Source: an optimization exercise on an open RTL-to-GDS flow (aim: small area, a short achievable clock period and few clock cycles per item). Production flows keep margins and buffers that such runs may drop. Only simulation tests tie the RTL to the original design; equivalence was not proved. No activity file was given, so power comes from the tool's default toggle rates.

==> flow/run.sh <==
#!/bin/bash
# synth_recipe.tcl (not shown) runs the flow's synth.tcl, then flattens the netlist and writes it again
# the make line also repeats each setting of config.mk as NAME=value (left out here)
make -C /OpenROAD-flow-scripts/flow DESIGN_CONFIG=/design/flow/config.mk WORK_HOME=/design/flow/orfs CLKGATE_MAP_FILE= SYNTH_SCRIPT=/design/flow/synth_recipe.tcl finish
==> flow/config.mk <==
export PLATFORM = sky130hd
export DESIGN_NAME = md5Hasher
export DESIGN_NICKNAME = md5Hasher
export VERILOG_FILES = /design/flow/design.v
export SDC_FILE = /design/flow/constraint.sdc
export NUM_CORES = 4
export LEC_CHECK = 0
export CAP_MARGIN = 20
export CORE_MARGIN = 2
export CORE_UTILIZATION = 60
export CTS_CLUSTER_DIAMETER = 120
export CTS_CLUSTER_SIZE = 22
export PLACE_DENSITY = 0.7
export SETUP_SLACK_MARGIN = 4
export SLEW_MARGIN = 20
==> flow/constraint.sdc <==
create_clock -name core_clock -period 10.0 [get_ports {clk}]
set_input_delay 2.0000 -clock core_clock [delete_from_list [all_inputs] [get_ports {clk}]]
set_output_delay 2.0000 -clock core_clock [all_outputs]
set_load 0.01 [all_outputs]
==> flow/design.v <==
`timescale 1ns/1ps
`default_nettype none
package md5Pkg;
	typedef logic [31:0] md5Word;
	typedef logic [3:0] byteLen;
	typedef logic [6:0] cycIdx;
	typedef logic [7:0] apbAddr;
	localparam md5Word initA = 32'h67452301;
	localparam md5Word initB = 32'hefcdab89;
	localparam md5Word initC = 32'h98badcfe;
	localparam md5Word initD = 32'h10325476;
	localparam cycIdx lastCyc = 7'd67;
	localparam cycIdx idleCyc = 7'd68;
	localparam apbAddr guessAddr0 = 8'h00;
	localparam apbAddr lenAddr = 8'h10;
	localparam apbAddr ctrlAddr = 8'h14;
	localparam apbAddr digestAddr0 = 8'h20;
endpackage
`default_nettype wire
`timescale 1ns/1ps
`default_nettype none
module md5ApbRegs (
	input logic clk,
	input logic rst,
	input logic psel,
	input logic penable,
	input logic pwrite,
	input md5Pkg::apbAddr paddr,
	input md5Pkg::md5Word pwdata,
	output md5Pkg::md5Word prdata,
	output logic pready,
	output logic pslverr,
	output md5Pkg::md5Word guess0,
	output md5Pkg::md5Word guess1,
	output md5Pkg::md5Word guess2,
	output md5Pkg::md5Word guess3,
	output md5Pkg::byteLen guessLen,
	output logic [3:0] guessValid,
	output logic startReq,
	input logic busy,
	input logic done,
	output logic [1:0] digestIdx,
	input md5Pkg::md5Word digestWord
);
	md5Pkg::md5Word guessReg [4];
	md5Pkg::byteLen lenReg;
	logic [3:0] validReg;
	logic wrEn;
	logic aligned;
	logic guessHit;
	logic lenHit;
	logic ctrlHit;
	logic digestHit;
	logic mapped;
	md5Pkg::md5Word rdMux;
	md5Pkg::md5Word rdReg;
	logic errReg;
	assign wrEn = psel && penable && pwrite;
	assign aligned = paddr[1:0] == 2'b00;
	assign guessHit = aligned && (paddr[7:4] == md5Pkg::guessAddr0[7:4]);
	assign digestHit = aligned && (paddr[7:4] == md5Pkg::digestAddr0[7:4]);
	assign lenHit = paddr == md5Pkg::lenAddr;
	assign ctrlHit = paddr == md5Pkg::ctrlAddr;
	assign mapped = guessHit || digestHit || lenHit || ctrlHit;
	assign startReq = wrEn && ctrlHit && pwdata[0];
	always_ff @(posedge clk) begin
		if (wrEn && guessHit)
			guessReg[paddr[3:2]] <= pwdata;
	end
	always_ff @(posedge clk) begin
		if (rst) begin
			validReg <= '0;
			lenReg <= '0;
		end else if (wrEn) begin
			if (guessHit)
				validReg[paddr[3:2]] <= 1'b1;
			if (lenHit)
				lenReg <= pwdata[3:0];
		end
	end
	assign guess0 = guessReg[0];
	assign guess1 = guessReg[1];
	assign guess2 = guessReg[2];
	assign guess3 = guessReg[3];
	assign guessLen = lenReg;
	assign guessValid = validReg;
	always_comb begin
		rdMux = '0;
		if (guessHit)
			rdMux = validReg[paddr[3:2]] ? guessReg[paddr[3:2]] : '0;
		else if (lenHit)
			rdMux = {28'b0, lenReg};
		else if (ctrlHit)
			rdMux = {30'b0, done, busy};
		else if (digestHit)
			rdMux = digestWord;
	end
	assign digestIdx = paddr[3:2];
	always_ff @(posedge clk) begin
		rdReg <= rdMux;
		errReg <= !mapped;
	end
	assign pready = 1'b1;
	assign pslverr = errReg;
	assign prdata = rdReg;
endmodule
`default_nettype wire
`timescale 1ns/1ps
`default_nettype none
module md5Control (
	input logic clk,
	input logic rst,
	input logic startReq,
	output logic busy,
	output logic done,
	output md5Pkg::cycIdx cyc,
	output md5Pkg::cycIdx cycNext,
	output logic isLoad,
	output logic isStep,
	output logic [1:0] rotCoarse,
	output logic [1:0] rotFine
);
	logic start;
	logic [1:0] fine;
	assign start = !busy && startReq;
	always_comb begin
		if (rst)
			cycNext = md5Pkg::idleCyc;
		else if (busy)
			cycNext = cyc + 7'd1;
		else if (start)
			cycNext = '0;
		else
			cycNext = {cyc[6:2], cyc[1:0] + 2'd1};
	end
	always_ff @(posedge clk) begin
		cyc <= cycNext;
		if (rst) begin
			busy <= 1'b0;
			done <= 1'b0;
		end else if (busy) begin
			if (cyc == md5Pkg::lastCyc) begin
				busy <= 1'b0;
				done <= 1'b1;
			end
		end else if (start) begin
			busy <= 1'b1;
			done <= 1'b0;
		end
	end
	always_comb begin
		case ({cyc[5:4], cyc[1:0]})
			4'd0: fine = 2'd3;
			4'd1: fine = 2'd3;
			4'd2: fine = 2'd3;
			4'd3: fine = 2'd2;
			4'd4: fine = 2'd1;
			4'd5: fine = 2'd0;
			4'd6: fine = 2'd0;
			4'd7: fine = 2'd0;
			4'd8: fine = 2'd0;
			4'd9: fine = 2'd2;
			4'd10: fine = 2'd2;
			4'd11: fine = 2'd3;
			4'd12: fine = 2'd2;
			4'd13: fine = 2'd1;
			4'd14: fine = 2'd1;
			default: fine = 2'd1;
		endcase
	end
	always_ff @(posedge clk) begin
		isLoad <= start && !rst;
		isStep <= busy && !rst && !cyc[6];
		rotCoarse <= cyc[1:0];
		rotFine <= fine;
	end
endmodule
`default_nettype wire
`timescale 1ns/1ps
`default_nettype none
module md5MessagePad (
	input logic clk,
	input md5Pkg::md5Word guess0,
	input md5Pkg::md5Word guess1,
	input md5Pkg::md5Word guess2,
	input md5Pkg::md5Word guess3,
	input md5Pkg::byteLen guessLen,
	input logic [3:0] guessValid,
	input logic isLoad,
	input md5Pkg::cycIdx cycNext,
	output md5Pkg::md5Word msgWord
);
	logic [3:0][31:0] block;
	md5Pkg::byteLen blockLen;
	logic [3:0] blockValid;
	logic [4:0] selNext;
	logic [4:0] msgSel;
	md5Pkg::md5Word srcWord;
	md5Pkg::byteLen srcLen;
	logic srcValid;
	md5Pkg::md5Word padWord;
	always_ff @(posedge clk) begin
		if (isLoad) begin
			block[0] <= guess0;
			block[1] <= guess1;
			block[2] <= guess2;
			block[3] <= guess3;
			blockLen <= guessLen;
			blockValid <= guessValid;
		end
	end
	always_comb begin
		selNext = 5'd16;
		if (cycNext < 7'd16)
			selNext = {1'b0, cycNext[3:0]};
		else if (cycNext < 7'd32)
			selNext = {1'b0, 4'(5 * cycNext[3:0] + 4'd1)};
		else if (cycNext < 7'd48)
			selNext = {1'b0, 4'(3 * cycNext[3:0] + 4'd5)};
		else if (cycNext < 7'd64)
			selNext = {1'b0, 4'(7 * cycNext[3:0])};
	end
	always_ff @(posedge clk)
		msgSel <= selNext;
	always_comb begin
		if (isLoad) begin
			srcWord = guess0;
			srcLen = guessLen;
			srcValid = guessValid[0];
		end else begin
			srcWord = block[msgSel[1:0]];
			srcLen = blockLen;
			srcValid = blockValid[msgSel[1:0]];
		end
	end
	always_comb begin
		for (int j = 0; j < 4; j++) begin
			if (srcValid && ({msgSel[1:0], 2'(j)} < srcLen))
				padWord[8 * j +: 8] = srcWord[8 * j +: 8];
			else if ({msgSel[1:0], 2'(j)} == srcLen)
				padWord[8 * j +: 8] = 8'h80;
			else
				padWord[8 * j +: 8] = 8'h00;
		end
	end
	always_comb begin
		if (msgSel < 5'd4)
			msgWord = padWord;
		else if (msgSel == 5'd14)
			msgWord = {25'b0, blockLen, 3'b000};
		else
			msgWord = '0;
	end
endmodule
`default_nettype wire
`timescale 1ns/1ps
`default_nettype none
module md5RoundStep (
	input logic clk,
	input md5Pkg::cycIdx cyc,
	input md5Pkg::cycIdx cycNext,
	input logic isLoad,
	input logic isStep,
	input logic [1:0] rotCoarse,
	input logic [1:0] rotFine,
	input md5Pkg::md5Word msgWord,
	output md5Pkg::md5Word stateB,
	output md5Pkg::md5Word stateC,
	output md5Pkg::md5Word stateD,
	output md5Pkg::md5Word stateP
);
	md5Pkg::md5Word bReg;
	md5Pkg::md5Word cReg;
	md5Pkg::md5Word dReg;
	md5Pkg::md5Word pReg;
	md5Pkg::md5Word xReg;
	md5Pkg::md5Word yReg;
	md5Pkg::md5Word xNext;
	md5Pkg::md5Word yNext;
	md5Pkg::md5Word funcVal;
	md5Pkg::md5Word stepSum;
	md5Pkg::md5Word coarse;
	md5Pkg::md5Word rotated;
	md5Pkg::md5Word newB;
	md5Pkg::md5Word sineVal;
	md5Pkg::md5Word sineReg;
	md5Pkg::md5Word dOp;
	md5Pkg::md5Word nextP;
	always_comb begin
		case (cyc[5:4])
			2'd0: begin
				xNext = bReg;
				yNext = cReg;
			end
			2'd1: begin
				xNext = bReg | cReg;
				yNext = bReg & ~cReg;
			end
			2'd2: begin
				xNext = ~(bReg ^ cReg);
				yNext = bReg ^ cReg;
			end
			default: begin
				xNext = ~bReg;
				yNext = ~(bReg ^ cReg);
			end
		endcase
	end
	always_ff @(posedge clk) begin
		if (isLoad) begin
			xReg <= md5Pkg::initC;
			yReg <= md5Pkg::initD;
		end else begin
			xReg <= xNext;
			yReg <= yNext;
		end
	end
	assign funcVal = (bReg & xReg) | (~bReg & yReg);
	assign stepSum = funcVal + pReg;
	always_comb begin
		case (rotCoarse)
			2'd0: coarse = {stepSum[27:0], stepSum[31:28]};
			2'd1: coarse = {stepSum[22:0], stepSum[31:23]};
			2'd2: coarse = {stepSum[17:0], stepSum[31:18]};
			default: coarse = {stepSum[11:0], stepSum[31:12]};
		endcase
		case (rotFine)
			2'd0: rotated = coarse;
			2'd1: rotated = {coarse[30:0], coarse[31]};
			2'd2: rotated = {coarse[29:0], coarse[31:30]};
			default: rotated = {coarse[28:0], coarse[31:29]};
		endcase
	end
	assign newB = bReg + rotated;
	always_comb begin
		case (cycNext)
			7'd0: sineVal = 32'h3eafc779;
			7'd1: sineVal = 32'he8c7b756;
			7'd2: sineVal = 32'h242070db;
			7'd3: sineVal = 32'hc1bdceee;
			7'd4: sineVal = 32'hf57c0faf;
			7'd5: sineVal = 32'h4787c62a;
			7'd6: sineVal = 32'ha8304613;
			7'd7: sineVal = 32'hfd469501;
			7'd8: sineVal = 32'h698098d8;
			7'd9: sineVal = 32'h8b44f7af;
			7'd10: sineVal = 32'hffff5bb1;
			7'd11: sineVal = 32'h895cd7be;
			7'd12: sineVal = 32'h6b901122;
			7'd13: sineVal = 32'hfd987193;
			7'd14: sineVal = 32'ha679438e;
			7'd15: sineVal = 32'h49b40821;
			7'd16: sineVal = 32'hf61e2562;
			7'd17: sineVal = 32'hc040b340;
			7'd18: sineVal = 32'h265e5a51;
			7'd19: sineVal = 32'he9b6c7aa;
			7'd20: sineVal = 32'hd62f105d;
			7'd21: sineVal = 32'h02441453;
			7'd22: sineVal = 32'hd8a1e681;
			7'd23: sineVal = 32'he7d3fbc8;
			7'd24: sineVal = 32'h21e1cde6;
			7'd25: sineVal = 32'hc33707d6;
			7'd26: sineVal = 32'hf4d50d87;
			7'd27: sineVal = 32'h455a14ed;
			7'd28: sineVal = 32'ha9e3e905;
			7'd29: sineVal = 32'hfcefa3f8;
			7'd30: sineVal = 32'h676f02d9;
			7'd31: sineVal = 32'h8d2a4c8a;
			7'd32: sineVal = 32'hfffa3942;
			7'd33: sineVal = 32'h8771f681;
			7'd34: sineVal = 32'h6d9d6122;
			7'd35: sineVal = 32'hfde5380c;
			7'd36: sineVal = 32'ha4beea44;
			7'd37: sineVal = 32'h4bdecfa9;
			7'd38: sineVal = 32'hf6bb4b60;
			7'd39: sineVal = 32'hbebfbc70;
			7'd40: sineVal = 32'h289b7ec6;
			7'd41: sineVal = 32'heaa127fa;
			7'd42: sineVal = 32'hd4ef3085;
			7'd43: sineVal = 32'h04881d05;
			7'd44: sineVal = 32'hd9d4d039;
			7'd45: sineVal = 32'he6db99e5;
			7'd46: sineVal = 32'h1fa27cf8;
			7'd47: sineVal = 32'hc4ac5665;
			7'd48: sineVal = 32'hf4292244;
			7'd49: sineVal = 32'h432aff97;
			7'd50: sineVal = 32'hab9423a7;
			7'd51: sineVal = 32'hfc93a039;
			7'd52: sineVal = 32'h655b59c3;
			7'd53: sineVal = 32'h8f0ccc92;
			7'd54: sineVal = 32'hffeff47d;
			7'd55: sineVal = 32'h85845dd1;
			7'd56: sineVal = 32'h6fa87e4f;
			7'd57: sineVal = 32'hfe2ce6e0;
			7'd58: sineVal = 32'ha3014314;
			7'd59: sineVal = 32'h4e0811a1;
			7'd60: sineVal = 32'hf7537e82;
			7'd61: sineVal = 32'hbd3af235;
			7'd62: sineVal = 32'h2ad7d2bb;
			7'd63: sineVal = 32'heb86d391;
			7'd64: sineVal = 32'h67452301;
			7'd65: sineVal = 32'h10325476;
			7'd66: sineVal = 32'h98badcfe;
			7'd67: sineVal = 32'hefcdab89;
			default: sineVal = '0;
		endcase
	end
	assign dOp = isLoad ? '0 : dReg;
	always_ff @(posedge clk)
		sineReg <= sineVal;
	assign nextP = dOp + msgWord + sineReg;
	always_ff @(posedge clk) begin
		pReg <= nextP;
		if (isLoad) begin
			bReg <= md5Pkg::initB;
			cReg <= md5Pkg::initC;
			dReg <= md5Pkg::initD;
		end else begin
			bReg <= isStep ? newB : pReg;
			cReg <= bReg;
			dReg <= cReg;
		end
	end
	assign stateB = bReg;
	assign stateC = cReg;
	assign stateD = dReg;
	assign stateP = pReg;
endmodule
`default_nettype wire
`timescale 1ns/1ps
`default_nettype none
module md5DigestAdd (
	input logic done,
	input logic [1:0] phase,
	input logic [1:0] wordIdx,
	input md5Pkg::md5Word stateB,
	input md5Pkg::md5Word stateC,
	input md5Pkg::md5Word stateD,
	input md5Pkg::md5Word stateP,
	output md5Pkg::md5Word digestWord
);
	logic [1:0] slot;
	assign slot = wordIdx + phase + 2'd2;
	always_comb begin
		case (slot)
			2'd0: digestWord = stateB;
			2'd1: digestWord = stateC;
			2'd2: digestWord = stateD;
			default: digestWord = stateP;
		endcase
		if (!done)
			digestWord = '0;
	end
endmodule
`default_nettype wire
`timescale 1ns/1ps
`default_nettype none
module md5Hasher (
	input logic clk,
	input logic rst,
	input logic psel,
	input logic penable,
	input logic pwrite,
	input md5Pkg::apbAddr paddr,
	input md5Pkg::md5Word pwdata,
	output md5Pkg::md5Word prdata,
	output logic pready,
	output logic pslverr
);
	md5Pkg::md5Word guess0;
	md5Pkg::md5Word guess1;
	md5Pkg::md5Word guess2;
	md5Pkg::md5Word guess3;
	md5Pkg::byteLen guessLen;
	logic [3:0] guessValid;
	logic startReq;
	logic busy;
	logic done;
	md5Pkg::cycIdx cyc;
	md5Pkg::cycIdx cycNext;
	md5Pkg::md5Word msgWord;
	md5Pkg::md5Word stateB;
	md5Pkg::md5Word stateC;
	md5Pkg::md5Word stateD;
	md5Pkg::md5Word stateP;
	logic isLoad;
	logic isStep;
	logic [1:0] rotCoarse;
	logic [1:0] rotFine;
	logic [1:0] digestIdx;
	md5Pkg::md5Word digestWord;
	md5ApbRegs apbRegs (
		.clk(clk),
		.rst(rst),
		.psel(psel),
		.penable(penable),
		.pwrite(pwrite),
		.paddr(paddr),
		.pwdata(pwdata),
		.prdata(prdata),
		.pready(pready),
		.pslverr(pslverr),
		.guess0(guess0),
		.guess1(guess1),
		.guess2(guess2),
		.guess3(guess3),
		.guessLen(guessLen),
		.guessValid(guessValid),
		.startReq(startReq),
		.busy(busy),
		.done(done),
		.digestIdx(digestIdx),
		.digestWord(digestWord)
	);
	md5Control control (
		.clk(clk),
		.rst(rst),
		.startReq(startReq),
		.busy(busy),
		.done(done),
		.cyc(cyc),
		.cycNext(cycNext),
		.isLoad(isLoad),
		.isStep(isStep),
		.rotCoarse(rotCoarse),
		.rotFine(rotFine)
	);
	md5MessagePad messagePad (
		.clk(clk),
		.guess0(guess0),
		.guess1(guess1),
		.guess2(guess2),
		.guess3(guess3),
		.guessLen(guessLen),
		.guessValid(guessValid),
		.isLoad(isLoad),
		.cycNext(cycNext),
		.msgWord(msgWord)
	);
	md5RoundStep roundStep (
		.clk(clk),
		.cyc(cyc),
		.cycNext(cycNext),
		.isLoad(isLoad),
		.isStep(isStep),
		.rotCoarse(rotCoarse),
		.rotFine(rotFine),
		.msgWord(msgWord),
		.stateB(stateB),
		.stateC(stateC),
		.stateD(stateD),
		.stateP(stateP)
	);
	md5DigestAdd digestAdd (
		.done(done),
		.phase(cyc[1:0]),
		.wordIdx(digestIdx),
		.stateB(stateB),
		.stateC(stateC),
		.stateD(stateD),
		.stateP(stateP),
		.digestWord(digestWord)
	);
endmodule
`default_nettype wire
==> run_results.csv, run 1 <==
group,metric,value,unit
synth,ys_seq_area_frac,0.417,
critical_path,ff2ff_path_depth,22,
critical_path,rrSetupSlack,3920,ps
clock_tree,clk-insertion-delay-late,650,ps
timing,fmax,164,MHz
timing,fin_crit_sh,0.608,
synth,ys_types,87,
critical_path,rr_startpoint,"roundStep.bReg[11]",
critical_path,cp_max_fo,6,
synth,ys.flop_type,"dfxtp_1",
floorplan,rows,85,
synth,async_reset_ff_frac,0,
pwr,pwr-share-clk,0.247,
clock_tree,clk_pin_slew_worst_paths,100,ps
clock_tree,hold_buffers,0,
global_route,grt_util_met2,0.619,
global_route,grt_max_degree,141,
min_path,hold_class,"flop to flop",
synth,post-synth-top-count-cell,"nand2_1",
placed_design,place_congestion,1.03,
detailed_routing,first_iter_violations,3364,
run_status,status,"finished clean",
pwr,power_leakage,14.2,nW
synth,synth-edff-count,260,
timing,setup_viol,0,
clock_tree,cts_buffers,29,
detailed_routing,drtAntennaViolNets,0,
synth,synthCells,3216,
timing,rsz0062_at_grt,"true",
critical_path,end_kind,"flop",
pwr,p_switching,0.00171,W
critical_path,setup.worst_path.start,"roundStep.bReg[11]",
floorplan,core_area,0.0538,mm^2
timing,slew_violations,0,
timing,fin_crit,6080,ps
detailed_routing,drt-vias-per-instance,6.97,
run,cap_violations,0,
layout,stdcell_count,3947,
detailed_routing,drc,0,
clock_tree,root_buffer,"clkbuf_16",
layout,nets,3497,
floorplan,die_w,237,um
pwr,peakVddDrop,0.192,mV
floorplan,die_y,237,um
critical_path,path_class,"flop to flop",
global_route,grt_most_used_layer,"met2",
placed_design,io_buffer_count,77,
floorplan,ioPinCount,79,
critical_path,r2r_end,"roundStep.bReg[25]",
layout,synthToLayoutAreaGrowth,11.6,%
global_route,overflow,0,
timing,whs,448,ps
critical_path,arrival,6570,ps
synth,ys_top_cells_by_area,"edfxtp_1 24%, dfxtp_1 18%, ha_1 7.3%, mux4_2 7.2%, nand2_1 4.1%",
synth,post_synth.cell_area_avg,10.1,um^2
global_route,grtUsageTotal,0.389,
clock_tree,clock-sinks,549,
timing,worst_pin_slew,1110,ps
synth,synth_largest_area_cell,"edfxtp_1",
placed_design,dp_hpwl,79700,um
layout,drive_above_1_share,0.160,
clock_tree,cts_tree,"done",
global_route,met1_usage,0.504,
synth,syn_area,0.0326,mm^2
timing,tns,0,ps
synth,synth_commonest_cells,"360 x nand2_1, 289 x dfxtp_1, 260 x edfxtp_1, 223 x a21oi_1, 221 x nor2_1",
synth,yosysWarnings,5,
floorplan,start_util,0.606,
detailed_routing,finalWirelength,112000,um
synth,syn-num-nets,3487,
pwr,swShare,0.324,
detailed_routing,num_vias,27492,
timing,relSlewSlack,0.260,
pwr,seqPwrFrac,0.462,
clock_tree,htree_levels,1,
global_route,antenna_found_initial,4,
detailed_routing,first_pass_iters,8,
global_route,grt_pass1_wl,165000,um
synth,synth_seq_cells,549,
critical_path,startpoint_type,"flop",
synth,synth_top_area_frac,0.239,
pwr,intPower,0.00356,W
critical_path,critPathRequiredTime,10490,ps
clock_tree,clockBufferDepth,3,
global_route,grt_pass1_vias,26289,
pwr,combPwrFrac,0.290,
placed_design,place_inst,3818,
timing,fin_worst_skew,32.9,ps
critical_path,crit_end,"roundStep.bReg[25]",
floorplan,die-area,0.0563,mm^2
pwr,powerDensity,145,mW/mm^2
detailed_routing,routedWlPerCell,28.5,um
timing,finalHoldViolCount,0,
global_route,gr-usage-met3,0.0779,
==> power by group through the flow <==
stage / Sequential (W) / Clock (W) / Combinational [W]
detailed placement: 0.00249 / 0 / 0.00129
finish: 0.00243 / 0.00130 / 0.00153
CTS: 0.00243 / 0.00130 / 0.00140
floorplan: 0.00247 / 0 / 0.000870
global route: 0.00244 / 0.00138 / 0.00161
global placement: 0.00249 / 0 / 0.00127
==> cell type report <==
| class | count | area [um^2] |
|---|---|---|
| antenna | 4 | 10.0 |
| clock buffer | 48 | 797 |
| clock inverter | 4 | 48.8 |
| fill | 3977 | 17400 |
| inverter | 131 | 503 |
| multi-input combinational | 2323 | 18800 |
| sequential | 549 | 13700 |
| tap | 696 | 871 |
| timing repair buffer | 192 | 1700 |
==> cell usage in the layout, fill, tap and decap left out, types with 104 or more instances in the layout <==
cell type / n
ha_1: 159
o21ai_0: 153
mux4_2: 105
a21oi_1: 196
dfxtp_1: 257
edfxtp_1: 260
nand2_1: 358
inv_1: 122
buf_4: 104
mux2i_1: 104
nor2_1: 216
==> logic make-up (layout without fill, tap and decap cells) <==
logic type / Yosys count / in the layout / synth area share
AO/OA/AOI/OAI: 878 / 878 / 0.181
XOR/XNOR: 110 / 110 / 0.0295
adder cells (fa/ha/maj): 226 / 226 / 0.0949
buffers and inverters: 344 / 375 / 0.0418
flip-flops: 549 / 549 / 0.417
multiplexers: 249 / 249 / 0.118
other: 1 / 5 / 0.000115
AND/OR/NAND/NOR: 859 / 859 / 0.118
==> worst max-delay path, cell delays in order (launching register included) <==
cell and delay, ps:
dfxtp_4 370, mux2_2 360, ha_4 270, a21oi_2 230, nand2_1 170, o31ai_1 490, o21bai_2 180, xor2_1 380
mux2i_1 160, o221ai_1 270, mux2i_1 150, a21oi_1 310, ha_1 320, a211oi_2 290, o211ai_1 260, a311oi_4 490
or3_4 240, a21bo_2 250, a21bo_2 230, a21oi_2 170, o21ai_1 90, xnor2_1 140, o211ai_1 100
==> metrics by stage <==
step	cell area, um^2	utilization	setup WS [ps]	power [W]
after global placement	33800	0.628	2710	0.00376
after detailed placement	33800	0.628	2620	0.00378
after CTS	35600	0.662	4000	0.00514
after global routing	36400	0.676	3770	0.00542
final	36400	0.677	3920	0.00526
after floorplan	32600	-	4000	0.00334
==> flip-flops by register name (all words and copies together) (netlist names), 7 cells and up <==
signal and cells:
roundStep.xReg 32, roundStep.bReg 32, roundStep.pReg 32, roundStep.dReg 32, roundStep.cReg 32, roundStep.sineReg 32
apbRegs.guessReg 128, control.cyc 7, roundStep.yReg 32, messagePad.block 128, apbRegs.rdReg 32
==> routing by layer <==
| layer | vias up | part of all wire |
|---|---|---|
| li1 | 11952 | - |
| met1 | 13431 | 0.37 |
| met2 | 1717 | 0.45 |
| met3 | 390 | 0.11 |
| met4 | 2 | 0.067 |
| met5 | - | 0.00012 |
==> worst min-delay path by stage <==
stage / slack [ps] / to / start / depth (start not counted)
CTS: 440 / control.rotCoarse[1] / control.cyc[1] / 0
floorplan: 380 / control.rotCoarse[1] / control.cyc[1] / 0
detailed placement: 430 / messagePad.block[101] / apbRegs.guessReg[3][5] / 0
finish: 450 / messagePad.block[45] / apbRegs.guessReg[1][13] / 0
global placement: 420 / messagePad.block[85] / apbRegs.guessReg[2][21] / 0
global route: 450 / messagePad.block[76] / apbRegs.guessReg[2][12] / 0
==> timing repair <==
action | in CTS | in global routing
hold endpoints to repair | 0 | 0
resized for setup | 177 | 92
buffers inserted | 27 | 45
pin swaps | 36 | 59
setup endpoints to repair | 51 | 31
Testbench counts, summed over its fixed seeds: cycles 30,800, items 384.
==> run 2, diff against run 1 <==
--- a/flow/config.mk
+++ b/flow/config.mk
@@ -12,4 +12,4 @@
 export CTS_CLUSTER_SIZE = 22
 export PLACE_DENSITY = 0.7
-export SETUP_SLACK_MARGIN = 4
+export SETUP_SLACK_MARGIN = 4.5
 export SLEW_MARGIN = 20
==> run_results.csv, run 2 <==
group,metric,value,unit
synth,syn-num-nets,3487,
layout,fillers,3877,
placed_design,placed_cell_area,0.0339,mm^2
layout,synthToLayoutAreaGrowth,13.3,%
critical_path,arrival,6770,ps
timing,fin_crit_sh,0.624,
pwr,power_leakage,14.3,nW
placed_design,place_inst,3814,
clock_tree,root_buffer,"clkbuf_16",
floorplan,core_area,0.0538,mm^2
synth,yosysWarnings,5,
global_route,antenna_found_initial,8,
run_status,status,"finished clean",
clock_tree,hold_buffers,0,
timing,worst_pin_slew,1130,ps
critical_path,path_class,"flop to flop",
pwr,p_switching,0.00175,W
detailed_routing,finalWirelength,113000,um
synth,synth_largest_area_cell,"edfxtp_1",
placed_design,io_buffer_count,77,
clock_tree,cts_tree,"done",
floorplan,rows,85,
layout,final_util,0.687,
global_route,overflow,0,
synth,async_reset_ff_frac,0,
clock_tree,htree_levels,1,
timing,finalHoldViolCount,0,
clock_tree,clk-insertion-delay-late,640,ps
critical_path,startpoint_type,"flop",
detailed_routing,first_iter_violations,3910,
detailed_routing,num_vias,27675,
timing,setup_viol,0,
pwr,intPower,0.00365,W
detailed_routing,first_pass_iters,6,
layout,nets,3504,
synth,synth_top_area_frac,0.239,
timing,fin_crit,6240,ps
synth,ys_seq_area_frac,0.417,
synth,post-synth-top-count-cell,"nand2_1",
layout,fin_area,0.0370,mm^2
clock_tree,cts_buffers,29,
placed_design,dp_hpwl,78900,um
timing,fmax,160,MHz
layout,multiInputGateArea,0.0193,mm^2
global_route,grtUsageTotal,0.390,
timing,slew_violations,0,
detailed_routing,drt-vias-per-instance,7.01,
critical_path,critPathRequiredTime,10530,ps
run,cap_violations,0,
floorplan,die_y,237,um
synth,ys_top_cells_by_area,"edfxtp_1 24%, dfxtp_1 18%, ha_1 7.3%, mux4_2 7.2%, nand2_1 4.1%",
detailed_routing,drtAntennaViolNets,0,
layout,drive_above_1_share,0.183,
synth,ys_types,87,
critical_path,end_kind,"flop",
critical_path,crit_slowest_cell,"or3_4",
synth,ys.flop_type,"dfxtp_1",
global_route,grt_max_degree,84,
pwr,pwr-share-clk,0.243,
global_route,grt_pass1_vias,26875,
critical_path,cp_max_fo,9,
floorplan,start_util,0.606,
detailed_routing,drc,0,
timing,relSlewSlack,0.249,
floorplan,die_w,237,um
pwr,p_total,0.00540,W
pwr,combPwrFrac,0.305,
synth,synth_seq_cells,549,
pwr,seqPwrFrac,0.451,
layout,layout_common_cells,"353 x nand2_1, 260 x edfxtp_1, 258 x dfxtp_1, 214 x nor2_1, 189 x a21oi_1",
critical_path,path_buf_inv,0,
clock_tree,clockBufferDepth,3,
synth,synth-edff-count,260,
clock_tree,clock-sinks,549,
layout,stdcell_count,3948,
synth,syn_area,0.0326,mm^2
pwr,swShare,0.324,
timing,tns,0,ps
global_route,grt_pass1_wl,166000,um
floorplan,die-area,0.0563,mm^2
critical_path,slowest_delay,470,ps
pwr,powerDensity,146,mW/mm^2
min_path,hold_class,"flop to flop",
pwr,peakVddDrop,0.211,mV
detailed_routing,routedWlPerCell,28.6,um
layout,seq_area,0.0137,mm^2
synth,post_synth.cell_area_avg,10.1,um^2
floorplan,ioPinCount,79,
synth,synthCells,3216,
critical_path,crit_family,"compound AO/OA/AOI/OAI gates",
clock_tree,clk_pin_slew_worst_paths,90,ps
timing,rsz0062_at_grt,"true",
synth,synth_commonest_cells,"360 x nand2_1, 289 x dfxtp_1, 260 x edfxtp_1, 223 x a21oi_1, 221 x nor2_1",
critical_path,worstPathCellList,"mux2_2 -> ha_4 -> nand4_1 -> nor2b_1 -> nand4_1 -> a21oi_2 -> o21bai_4 -> a21o_1 -> a311oi_2 -> a32oi_4 -> mux2i_2 -> mux2i_4 -> ha_4 -> o211ai_1 -> o211ai_1 -> a311oi_2 -> or3_4 -> a21oi_4 -> a41oi_2 -> a21oi_2 -> xnor2_1 -> and4_1 -> o31a_1",
layout,final_common_cell,"nand2_1",
timing,fin_worst_skew,27.9,ps
placed_design,place_congestion,1.05,
==> run 2: cell types whose count changed in the layout (fill, tap and decap cells not counted), moves of 5 or more <==
cell and change:
buf_6 +18, o21ai_0 -11, mux2i_1 -10, ha_1 -9
o21ai_2 +9, a21oi_1 -7, buf_4 -7, ha_4 +6
a21oi_2 +5, dfxtp_4 -5, mux2i_2 +5, mux2i_4 +5
nand2_1 -5, nand2_2 +5
==> run 2: final timing paths <==
path / slack [ps] / endpoint / startpoint / depth (start not counted)
min: 440 / messagePad.block[121] / apbRegs.guessReg[3][25] / 0
max reg2reg: 3760 / roundStep.bReg[31] / roundStep.bReg[8] / 23
min reg2reg: 440 / messagePad.block[121] / apbRegs.guessReg[3][25] / 0
max: 3760 / roundStep.bReg[31] / roundStep.bReg[8] / 23
==> run 2: layer usage <==
layer | GRT usage | wire [um]
met1 | 0.501 | 42000
met2 | 0.628 | 51800
met3 | 0.0789 | 11600
met4 | 0.205 | 7600
met5 | 0 | 60
==> run 2: layout make-up <==
class                           count  area share
Sequential cell                   549       0.370
Multi-Input combinational cell   2323       0.521
Inverter                          131      0.0139
Antenna cell                        1   0.0000677
Timing Repair Buffer              199      0.0488
Clock buffer                       45      0.0212
Clock inverter                      4     0.00159
Tap cell                          696      0.0236
==> run 2: logic make-up after synthesis <==
group / after synthesis / share of synthesized area
mux: 249 / 0.118
other cells: 1 / 0.000115
simple gates: 859 / 0.118
fa+ha+maj: 226 / 0.0949
flops: 549 / 0.417
compound gates: 878 / 0.181
buf+inv: 344 / 0.0418
xor+xnor: 110 / 0.0295
==> run 2: stage by stage <==
step           hold WS, ps  worst slack [ps]
6_report               443              3760
5_1_grt                445              3720
4_1_cts                425              4140
3_5_place_dp           427              2890
3_3_place_gp           417              2850
2_1_floorplan          383              4460
==> run 2: what timing repair did <==
item,4_1_cts,5_1_grt
setup endpoints to repair,76,57
pin swaps,59,65
resized for setup,211,133
setup buffers,51,32
cloned,0,1
==> run 2: power by group through the flow <==
| stage | clock network (W) | logic [W] | registers [W] |
|---|---|---|---|
| after floorplan | 0 | 0.000878 | 0.00247 |
| after global placement | 0 | 0.00127 | 0.00249 |
| after detailed placement | 0 | 0.00128 | 0.00249 |
| after CTS | 0.00131 | 0.00145 | 0.00244 |
| after global routing | 0.00139 | 0.00172 | 0.00244 |
| final | 0.00131 | 0.00165 | 0.00244 |
==> run 3, diff against run 2 <==
--- a/flow/config.mk
+++ b/flow/config.mk
@@ -8,8 +8,8 @@
 export CAP_MARGIN = 20
 export CORE_MARGIN = 2
-export CORE_UTILIZATION = 60
+export CORE_UTILIZATION = 55
 export CTS_CLUSTER_DIAMETER = 120
 export CTS_CLUSTER_SIZE = 22
-export PLACE_DENSITY = 0.7
-export SETUP_SLACK_MARGIN = 4.5
+export PLACE_DENSITY = 0.65
+export SETUP_SLACK_MARGIN = 4
 export SLEW_MARGIN = 20
==> run_results.csv, run 3 <==
group,metric,value,unit
run_status,status,"finished clean",
detailed_routing,routedWlPerCell,27.5,um
synth,yosysWarnings,5,
timing,fin_worst_skew,21.0,ps
detailed_routing,first_iter_violations,2797,
floorplan,core_area,0.0588,mm^2
floorplan,die-area,0.0613,mm^2
pwr,peakVddDrop,0.156,mV
clock_tree,cts_buffers,29,
synth,synth_top_family_by_area,"compound AO/OA/AOI/OAI gates",
pwr,intPower,0.00359,W
clock_tree,clk-insertion-delay-late,610,ps
synth,synth-edff-count,260,
placed_design,io_buffer_count,77,
synth,post_synth.cell_area_avg,10.1,um^2
clock_tree,clk_pin_slew_worst_paths,90,ps
timing,setup_viol,0,
detailed_routing,finalWirelength,110000,um
placed_design,place_ws,2540,ps
synth,synth_compound_area_frac,0.181,
synth,ys.flop_type,"dfxtp_1",
detailed_routing,first_pass_iters,8,
synth,synth_seq_cells,549,
placed_design,place_congestion,0.996,
layout,final_util,0.624,
clock_tree,hold_buffers,0,
detailed_routing,drtAntennaViolNets,0,
layout,synthToLayoutAreaGrowth,12.5,%
floorplan,die_w,248,um
synth,ys_types,87,
pwr,pwr-share-clk,0.241,
floorplan,die_y,248,um
synth,yosys.area_share.simple,0.118,
layout,drive_above_1_share,0.167,
timing,finalHoldViolCount,0,
floorplan,rows,89,
floorplan,ioPinCount,79,
critical_path,critPathRequiredTime,10450,ps
timing,worst_pin_slew,1060,ps
floorplan,start_util,0.555,
timing,fin_crit_sh,0.604,
synth,synth_xor_area_frac,0.0295,
critical_path,startpoint_type,"flop",
clock_tree,cts_tree,"done",
placed_design,dp_hpwl,78400,um
global_route,overflow,0,
timing,whs,449,ps
synth,async_reset_ff_frac,0,
layout,fin_area,0.0367,mm^2
synth,synth_commonest_cells,"360 x nand2_1, 289 x dfxtp_1, 260 x edfxtp_1, 223 x a21oi_1, 221 x nor2_1",
global_route,grt_pass1_wl,162000,um
synth,ys_top_cells_by_area,"edfxtp_1 24%, dfxtp_1 18%, ha_1 7.3%, mux4_2 7.2%, nand2_1 4.1%",
global_route,antenna_found_initial,4,
pwr,power_leakage,14.1,nW
global_route,grtUsageTotal,0.352,
detailed_routing,drc,0,
placed_design,placed_cell_area,0.0339,mm^2
global_route,grt_pass1_vias,25512,
clock_tree,root_buffer,"clkbuf_16",
layout,layout_common_cells,"355 x nand2_1, 260 x edfxtp_1, 257 x dfxtp_1, 214 x nor2_1, 199 x a21oi_1",
timing,setup_ws,3960,ps
clock_tree,clockBufferDepth,3,
min_path,hold_class,"flop to flop",
global_route,grt_max_degree,172,
synth,syn-num-nets,3487,
synth,synth_largest_area_cell,"edfxtp_1",
run,cap_violations,0,
critical_path,cp_max_fo,8,
synth,ys_seq_area_frac,0.417,
timing,rsz0062_at_grt,"true",
timing,relSlewSlack,0.287,
timing,slew_violations,0,
pwr,p_switching,0.00171,W
layout,nets,3486,
synth,synth-adder-area-share,0.0949,
critical_path,path_class,"flop to flop",
pwr,seqPwrFrac,0.459,
timing,tns,0,ps
synth,post-synth-top-count-cell,"nand2_1",
critical_path,arrival,6480,ps
detailed_routing,drt-vias-per-instance,6.66,
synth,synthCells,3216,
clock_tree,htree_levels,1,
layout,final_common_cell,"nand2_1",
pwr,powerDensity,145,mW/mm^2
pwr,combPwrFrac,0.300,
synth,synth_top_area_frac,0.239,
synth,syn_area,0.0326,mm^2
critical_path,end_kind,"flop",
pwr,swShare,0.323,
timing,fin_crit,6040,ps
timing,fmax,166,MHz
detailed_routing,num_vias,26693,
clock_tree,clock-sinks,549,
synth,muxShareOfSynthArea,0.118,
run 3: critical path, cell delays in order, from the launching register on:
cell	delay (ps)
dfxtp_4	400
mux2_2	380
ha_4	330
o21ai_1	140
nor3_1	510
nor4_4	120
o21bai_2	270
xor2_1	400
mux2i_1	160
o221ai_2	230
buf_4	170
mux2i_4	70
mux2i_1	220
ha_2	350
o211ai_1	280
o211ai_1	210
a311oi_4	430
or3_4	240
a21bo_4	240
a21bo_4	220
a21oi_4	150
o21ai_2	80
xnor2_1	170
o211ai_1	100
run 3: repair_timing:
action / CTS / global route
cloned: 0 / 1
buffers inserted: 23 / 37
resized for setup: 204 / 118
setup endpoints to repair: 55 / 46
pin swaps: 45 / 73
run 3: path summary, 6_finish.rpt:
kind / from / endpoint / slack, ps / cells past startpoint
min: apbRegs.guessReg[2][30] / messagePad.block[94] / 450 / 0
max: roundStep.bReg[2] / roundStep.bReg[25] / 3960 / 23
min reg2reg: apbRegs.guessReg[2][30] / messagePad.block[94] / 450 / 0
max reg2reg: roundStep.bReg[2] / roundStep.bReg[25] / 3960 / 23
run 3: through the flow:
stage | cells | power [W]
2_1_floorplan | 3216 | 0.00334
3_3_place_gp | 3896 | 0.00377
3_5_place_dp | 3896 | 0.00379
4_1_cts | 3969 | 0.00517
5_1_grt | 4008 | 0.00549
6_report | 4010 | 0.00530
run 3: area by class of cell:
cell class                 count  area [um^2]
antenna                        3         7.51
inverter                     131          494
clock inverter                 4         38.8
sequential                   549        13700
fill                        4638        22100
clock buffer                  46          790
timing repair buffer         181         1620
tap                          773          967
multi-input combinational   2323        19100
run 3: layer usage:
metal | track usage | wire [um] | up-vias
met1 | 0.469 | 44200 | 13217
met2 | 0.569 | 51400 | 1308
met4 | 0.131 | 4750 | 2
met5 | 0 | 12 | -
met3 | 0.0704 | 9800 | 245
li1 | - | - | 11921
run 3: logic make-up after synthesis:
| family | after synthesis |
|---|---|
| adder cells (fa/ha/maj) | 226 |
| buffers and inverters | 344 |
| other | 1 |
| multiplexers | 249 |
| XOR/XNOR | 110 |
| AO/OA/AOI/OAI | 878 |
| flip-flops | 549 |
| AND/OR/NAND/NOR | 859 |
run 3: power by group through the flow:
stage          Clock, W  Combinational, W  Sequential [W]
2_1_floorplan         0          0.000870         0.00247
3_3_place_gp          0           0.00129         0.00249
3_5_place_dp          0           0.00130         0.00249
4_1_cts         0.00129           0.00144         0.00244
5_1_grt         0.00136           0.00168         0.00244
6_report        0.00128           0.00159         0.00244

-- port drivers added, routing unchanged --
Ports are ideal in the flow. The routed layouts listed here were re-timed in OpenROAD.
Step 1 assumes that a clkbuf_16 drives the clock port and a buf_2 every other input.
Step 2 moves the port delays by t, midway between the first and last clock arrival at a register: inputs arrive t later, outputs are due t later. That takes back most of the time a late clock gives input paths.
a / b / c = ideal ports / drivers / drivers and shift; a / b = the first two.
run	t (ns)	setup slack, ns	worst slew at a driven data input, ns	cell pins on the clock port's net
run 1	0.697	3.917 / 3.917 / 3.407	0.08	1
run 2	0.689	3.758 / 3.758 / 3.758	0.07	1
run 3	0.660	3.965 / 3.965 / 3.472	0.12	1
After both steps setup and hold are still met in every run listed. The setup slack of run 1, which loses most, moves by 0.000 ns with the drivers and by -0.510 ns with both steps.
